Context: an optimization exercise on an open-source flow, tuned for small area. The choices shown serve that exercise and are no tape-out recipe. The RTL was checked by simulation tests, not by an equivalence proof against the original design. Power figures rest on the tool's default switching activity, not on a simulated workload.

Design cclu_multi_entry, start of the top module:
module cclu_multi_entry #(
  parameter int AW           = 32,
  parameter int TW           = 32,
  parameter int CW           = 32,
  parameter int DEPTH        = 16,
  parameter int REPLACE_MODE = 0
) (
  input  logic                         clk,
  input  logic                         reset,
  input  logic                         cmd_valid,
  output logic                         cmd_ready,
  input  logic [1:0]                   command,
  input  logic [AW-1:0]                addres_in,
  input  logic [TW-1:0]                target_in,
  input  logic [CW-1:0]                counter_in,
  output logic                         valid,
  output logic                         hit,
  output logic                         error,
  output logic [TW-1:0]                target_out,
  output logic                         isFull,
  output logic                         isEmpty,
  output logic [$clog2(DEPTH+1)-1:0]   occupancy
);
For scale: roughly 6900 cells after synthesis.
Settings: LEC_CHECK=0, ABC_CLOCK_PERIOD_IN_PS=6000, CAP_MARGIN=20, CORE_MARGIN=2, CORE_UTILIZATION=60, CTS_BUF_LIST=sky130_fd_sc_hd__clkbuf_4 sky130_fd_sc_hd__clkbuf_8, PLACE_DENSITY=0.7, SETUP_SLACK_MARGIN=0, SLEW_MARGIN=20; clock period 8.5 ns.
standard.sh (not shown) runs the stock make flow with config.mk's settings and CLKGATE_MAP_FILE= SYNTH_SCRIPT=/design/flow/synth_recipe.tcl, a recipe that flattens the netlist after the stock synthesis.
==> flow/flow/run.sh <==
#!/bin/bash
set -o pipefail
cp standard.sh standard_sh_copy.log
export CTS_ARGS="-sink_clustering_enable -repair_clock_nets -dont_use_dummy_load -buf_list {sky130_fd_sc_hd__clkbuf_4 sky130_fd_sc_hd__clkbuf_8}"
export BUFFER_PORTS_ARGS="-buffer_cell sky130_fd_sc_hd__buf_1"
bash standard.sh > standard.log 2>&1
Next try:
==> flow/flow/run.sh (replaced) <==
#!/bin/bash
set -o pipefail
export CTS_ARGS="-sink_clustering_enable -repair_clock_nets -dont_use_dummy_load -sink_clustering_size 25 -sink_clustering_max_diameter 80 -buf_list {sky130_fd_sc_hd__clkbuf_8 sky130_fd_sc_hd__clkbuf_16}"
export BUFFER_PORTS_ARGS="-buffer_cell sky130_fd_sc_hd__buf_1"
export RECOVER_POWER=100
bash standard.sh > standard.log 2>&1
The changed run produced a layout that fails on capacitance limit, slew limit.
Clock power came out lower by 29%.
Via count came out lower by 2.2%.
Power came out lower by 6.1%.
Synthesized area does not change.
Cell area came out lower by 3.0%.
Next try:
==> flow/run.sh (new file) <==
#!/bin/bash
# synth_recipe.tcl (not shown) runs the flow's synth.tcl, then flattens the netlist and writes it again
# the make line also repeats each setting of config.mk as NAME=value (left out here)
make -C /OpenROAD-flow-scripts/flow DESIGN_CONFIG=/design/flow/config.mk WORK_HOME=/design/flow/orfs CLKGATE_MAP_FILE= SYNTH_SCRIPT=/design/flow/synth_recipe.tcl finish
removed: flow/flow/run.sh
removed: flow/standard.sh
What happened: This time the run produced a clean layout; clock-buffer cell count went up by 367; die area does not change; setup slack is better by 1.0 ns; global-route usage rose by 0.62 points; total power climbs by 13%; cell area rises by 6.6%; synthesized cell count is unchanged; sequential cell count does not change; non-clock buffer count came out lower by 4; worst hold slack hardly moves; clock skew came out lower by 0.013 ns.
Next try:
==> flow/flow/run.sh (new file) <==
#!/bin/bash
set -o pipefail
export CTS_ARGS="-sink_clustering_enable -repair_clock_nets -dont_use_dummy_load -sink_clustering_size 25 -sink_clustering_max_diameter 80 -buf_list {sky130_fd_sc_hd__clkbuf_8 sky130_fd_sc_hd__clkbuf_16}"
export BUFFER_PORTS_ARGS="-buffer_cell sky130_fd_sc_hd__buf_1"
bash standard.sh > standard.log 2>&1
==> flow/standard.sh (new file) <==
#!/bin/bash
# synth_recipe.tcl (not shown) runs the flow's synth.tcl, then flattens the netlist and writes it again
# the make line also repeats each setting of config.mk as NAME=value (left out here)
make -C /OpenROAD-flow-scripts/flow DESIGN_CONFIG=/design/flow/config.mk WORK_HOME=/design/flow/orfs CLKGATE_MAP_FILE= SYNTH_SCRIPT=/design/flow/synth_recipe.tcl "${@:-finish}"
- CORE_UTILIZATION: 60 -> 70
- CTS_BUF_LIST: sky130_fd_sc_hd__clkbuf_4 sky130_fd_sc_hd__clkbuf_8 -> sky130_fd_sc_hd__clkbuf_8 sky130_fd_sc_hd__clkbuf_16
- PLACE_DENSITY: 0.7 -> 0.8
removed: flow/run.sh
Outcome: First-iteration DRC count rises by 13%. Power shrinks by 12%. Synthesized cell count does not change. Register-to-register slack gets better by 0.18 ns. Non-clock buffer count drops by 1. Worst setup slack degrades by 0.23 ns. Design area falls by 6.3%. Count of clock-buffer cells in the layout falls by 369. Wire length shrinks by 5.8%.

========
The RTL this note starts from:
==> flow/design.v <==
module cclu_multi_entry #(
  parameter int AW           = 32,
  parameter int TW           = 32,
  parameter int CW           = 32,
  parameter int DEPTH        = 16,
  parameter int REPLACE_MODE = 0
) (
  input  logic                         clk,
  input  logic                         reset,
  input  logic                         cmd_valid,
  output logic                         cmd_ready,
  input  logic [1:0]                   command,
  input  logic [AW-1:0]                addres_in,
  input  logic [TW-1:0]                target_in,
  input  logic [CW-1:0]                counter_in,
  output logic                         valid,
  output logic                         hit,
  output logic                         error,
  output logic [TW-1:0]                target_out,
  output logic                         isFull,
  output logic                         isEmpty,
  output logic [$clog2(DEPTH+1)-1:0]   occupancy
);
  localparam int OW = $clog2(DEPTH+1);
  localparam int IW = $clog2(DEPTH);
  logic [AW-1:0]    addr_r [DEPTH];
  logic [TW-1:0]    tgt_r  [DEPTH];
  logic [CW-1:0]    cnt_r  [DEPTH];
  logic [DEPTH-1:0] vld_r;
  logic [IW-1:0]    ord_r  [DEPTH];
  logic [OW-1:0]    occ_r;
  logic             flush_r;
  logic idle, acc, pop, fls;
  assign idle = !flush_r;
  assign acc  = idle && cmd_valid && (command == 2'b01);
  assign pop  = idle && cmd_valid && (command == 2'b10);
  assign fls  = idle && cmd_valid && (command == 2'b11);
  logic occ_zero, occ_one, occ_full;
  assign occ_zero = (occ_r == {OW{1'b0}});
  assign occ_one  = (occ_r == OW'(1));
  assign occ_full = (occ_r == OW'(DEPTH));
  assign cmd_ready = idle && !reset;
  assign occupancy = occ_r;
  assign isFull    = occ_full;
  assign isEmpty   = occ_zero;
  logic [DEPTH-1:0] m;
  logic             hit_any;
  logic [IW-1:0]    hidx;
  always_comb begin
    hidx = {IW{1'b0}};
    for (int i = 0; i < DEPTH; i++) begin
      m[i] = vld_r[i] && (addr_r[i] == addres_in);
      if (m[i]) hidx = hidx | IW'(i);
    end
  end
  assign hit_any = |m && !command[1];
  logic [DEPTH-1:0] old_oh;
  always_comb begin
    for (int i = 0; i < DEPTH; i++) old_oh[i] = (ord_r[0] == IW'(i));
  end
  logic [DEPTH-1:0] rsel;
  logic [TW-1:0]    rd_tgt;
  logic [CW-1:0]    rd_cnt;
  assign rsel = command[1] ? old_oh : m;
  always_comb begin
    rd_tgt = target_in  & {TW{!hit_any && !command[1]}};
    rd_cnt = counter_in & {CW{!hit_any}};
    for (int i = 0; i < DEPTH; i++) begin
      rd_tgt = rd_tgt | ({TW{rsel[i]}} & tgt_r[i]);
      rd_cnt = rd_cnt | ({CW{m[i]}} & cnt_r[i]);
    end
  end
  logic last;
  assign last = (rd_cnt == CW'(1));    
  logic cnt_zero, cnt_one;
  assign cnt_zero = (counter_in == {CW{1'b0}});
  assign cnt_one  = (counter_in == CW'(1));
  logic acc_hit, acc_miss, miss_store, ins, rem, hit_rem, pop_ok, repl;
  assign acc_hit    = acc && hit_any;
  assign acc_miss   = acc && !hit_any;
  assign miss_store = acc_miss && !cnt_zero && !cnt_one;
  assign repl       = (REPLACE_MODE != 0) && miss_store && occ_full;
  assign ins        = miss_store && (!occ_full || (REPLACE_MODE != 0));
  assign hit_rem    = acc_hit && last;
  assign pop_ok     = pop && !occ_zero;
  assign rem        = hit_rem || pop_ok || repl;
  logic [IW-1:0] ins_phys;
  assign ins_phys = occ_full ? ord_r[0] : ord_r[occ_r[IW-1:0]];
  logic [DEPTH-1:0] ins_oh;
  always_comb begin
    for (int i = 0; i < DEPTH; i++) ins_oh[i] = ins && (ins_phys == IW'(i));
  end
  logic [CW-1:0] wcnt;
  localparam int NB = (CW + 3) / 4;
  logic [NB-1:0] blk_zero, blk_borrow;
  always_comb begin
    for (int b = 0; b < NB; b++) begin
      blk_zero[b] = 1'b1;
      for (int k = 4*b; k < 4*b + 4; k++) begin
        if (k < CW) blk_zero[b] = blk_zero[b] && !rd_cnt[k];
      end
    end
    blk_borrow[0] = 1'b1;
    for (int b = 1; b < NB; b++) blk_borrow[b] = blk_borrow[b-1] && blk_zero[b-1];
    for (int k = 0; k < CW; k++) begin
      logic low_zero;
      low_zero = blk_borrow[k/4];
      for (int j = 4*(k/4); j < k; j++) low_zero = low_zero && !rd_cnt[j];
      wcnt[k] = rd_cnt[k] ^ low_zero;
    end
  end
  logic [DEPTH-1:0] q, s;
  logic [IW-1:0]    rem_phys;
  always_comb begin
    for (int j = 0; j < DEPTH; j++) begin
      q[j] = hit_rem ? (ord_r[j] == hidx) : (j == 0);
    end
    s[0] = q[0];
    for (int j = 1; j < DEPTH; j++) s[j] = s[j-1] || q[j];
  end
  assign rem_phys = hit_rem ? hidx : ord_r[0];
  logic [DEPTH-1:0] nf, keep_c, wr_c;
  always_comb begin
    for (int i = 0; i < DEPTH; i++) begin
      nf[i]     = !occ_full && (ord_r[occ_r[IW-1:0]] == IW'(i));
      keep_c[i] = vld_r[i] && !(acc_hit && m[i]);
      wr_c[i]   = nf[i] || (acc_hit && m[i]);
    end
    if (REPLACE_MODE != 0) begin
      for (int i = 0; i < DEPTH; i++) begin
        if (repl && old_oh[i]) begin
          nf[i]     = 1'b1;
          keep_c[i] = 1'b0;
          wr_c[i]   = 1'b1;
        end
      end
    end
  end
  always_ff @(posedge clk) begin
    for (int i = 0; i < DEPTH; i++) begin
      addr_r[i] <= (addr_r[i] & {AW{vld_r[i] && !(repl && old_oh[i])}}) |
                   (addres_in & {AW{nf[i]}});
      tgt_r[i]  <= (tgt_r[i]  & {TW{vld_r[i] && !(repl && old_oh[i])}}) |
                   (target_in & {TW{nf[i]}});
      cnt_r[i]  <= (cnt_r[i]  & {CW{keep_c[i]}}) | (wcnt & {CW{wr_c[i]}});
    end
  end
  logic [OW-1:0] occ_s;
  logic          flush_s;
  always_comb begin
    occ_s   = occ_r;
    flush_s = flush_r;
    if (flush_r) begin
      occ_s   = occ_r - OW'(1);
      flush_s = !occ_one;
    end else if (ins && !rem) begin
      occ_s = occ_r + OW'(1);
    end else if (rem && !ins) begin
      occ_s = occ_r - OW'(1);
    end else if (fls && !occ_zero) begin
      flush_s = 1'b1;
    end
  end
  logic          valid_s, hit_s, error_s, tout_en;
  logic [TW-1:0] tout_s;
  assign hit_s   = acc_hit;
  assign error_s = (acc_miss && (cnt_zero || (miss_store && !ins))) ||
                   (pop && occ_zero);
  assign tout_en = acc_hit || (acc_miss && cnt_one) || ins || pop_ok;
  assign valid_s = tout_en || (fls && occ_zero) || (flush_r && occ_one);
  assign tout_s  = rd_tgt;
  always_ff @(posedge clk or posedge reset) begin
    if (reset) begin
      for (int j = 0; j < DEPTH; j++) ord_r[j] <= IW'(j);
      vld_r      <= {DEPTH{1'b0}};
      occ_r      <= {OW{1'b0}};
      flush_r    <= 1'b0;
      valid      <= 1'b0;
      hit        <= 1'b0;
      error      <= 1'b0;
      target_out <= {TW{1'b0}};
    end else begin
      if (rem) begin
        for (int j = 0; j < DEPTH - 1; j++) begin
          if (s[j]) ord_r[j] <= ord_r[j+1];
        end
        ord_r[DEPTH-1] <= rem_phys;
      end
      if (fls && !occ_zero) begin
        vld_r <= {DEPTH{1'b0}};
      end else begin
        for (int i = 0; i < DEPTH; i++) begin
          if (ins_oh[i]) vld_r[i] <= 1'b1;
          else if ((hit_rem && m[i]) || ((pop_ok || repl) && old_oh[i])) vld_r[i] <= 1'b0;
        end
      end
      occ_r   <= occ_s;
      flush_r <= flush_s;
      valid   <= valid_s;
      hit     <= hit_s;
      error   <= error_s;
      if (tout_en) target_out <= tout_s;
    end
  end
endmodule
clock: 8.5 ns
lec_check: 0
abc_clock_period_in_ps: 6000
cap_margin: 20
core_margin: 2
core_utilization: 70
cts_buf_list: sky130_fd_sc_hd__clkbuf_8 sky130_fd_sc_hd__clkbuf_16
place_density: 0.8
setup_slack_margin: 0
slew_margin: 20
==> flow/flow/run.sh <==
#!/bin/bash
set -o pipefail
export CTS_ARGS="-sink_clustering_enable -repair_clock_nets -dont_use_dummy_load -sink_clustering_size 30 -sink_clustering_max_diameter 80 -buf_list {sky130_fd_sc_hd__clkbuf_8 sky130_fd_sc_hd__clkbuf_16}"
export BUFFER_PORTS_ARGS="-buffer_cell sky130_fd_sc_hd__buf_1"
bash standard.sh > standard.log 2>&1
Edit:
==> flow/flow/run.sh (replaced) <==
#!/bin/bash
set -o pipefail
export CTS_ARGS="-sink_clustering_enable -repair_clock_nets -dont_use_dummy_load -sink_clustering_size 25 -sink_clustering_max_diameter 80 -buf_list {sky130_fd_sc_hd__clkbuf_8 sky130_fd_sc_hd__clkbuf_16}"
export BUFFER_PORTS_ARGS="-buffer_cell sky130_fd_sc_hd__buf_1"
bash standard.sh > standard.log 2>&1
Wire length rises slightly.
Die area does not change.
Final cell count stays flat.
Setup slack is better by 0.021 ns.
Global-route usage is about the same.
First-iteration DRC count falls by a few percent.

-- port drivers added, routing unchanged --
In the flow no input, the clock included, has a driving cell. The finished layouts below were timed again as built, in two steps. Step 1 (the two cells are an assumption about what drives the block):
set clk [get_ports {clk}]
set_driving_cell -lib_cell sky130_fd_sc_hd__clkbuf_16 $clk
set_driving_cell -lib_cell sky130_fd_sc_hd__buf_2 [delete_from_list [all_inputs] $clk]
Step 2 times the ports against the registers' clock, not the clock port: input delays grow and output delays shrink by t, the midpoint of the rising clock arrivals with the driver on. Slacks: ideal / step 1 / step 2; pairs: ideal / step 1.
run	t, ns	setup WS [ns]	hold slack, ns	latest minus earliest clock arrival (ns)
the first run of note 1	1.083	0.940 / 1.008 / -0.075	0.452 / 0.452 / 0.452	0.123 / 0.123
the second run of note 1	0.779	0.240 / 0.307 / -0.472	0.454 / 0.454 / 0.454	0.080 / 0.080
the third run of note 1	1.083	1.257 / 1.318 / 0.235	0.453 / 0.453 / 0.453	0.065 / 0.065
the fourth run of note 1	0.768	1.024 / 1.088 / 0.320	0.461 / 0.461 / 0.461	0.085 / 0.085
the first run of note 2	0.773	1.164 / 1.222 / 0.449	0.465 / 0.465 / 0.465	0.059 / 0.058
the second run of note 2	0.768	1.185 / 1.244 / 0.475	0.461 / 0.461 / 0.461	0.057 / 0.057
For the third run of note 1, which loses most, drivers alone change the setup slack by +0.061 ns; drivers and shift together by -1.022 ns.
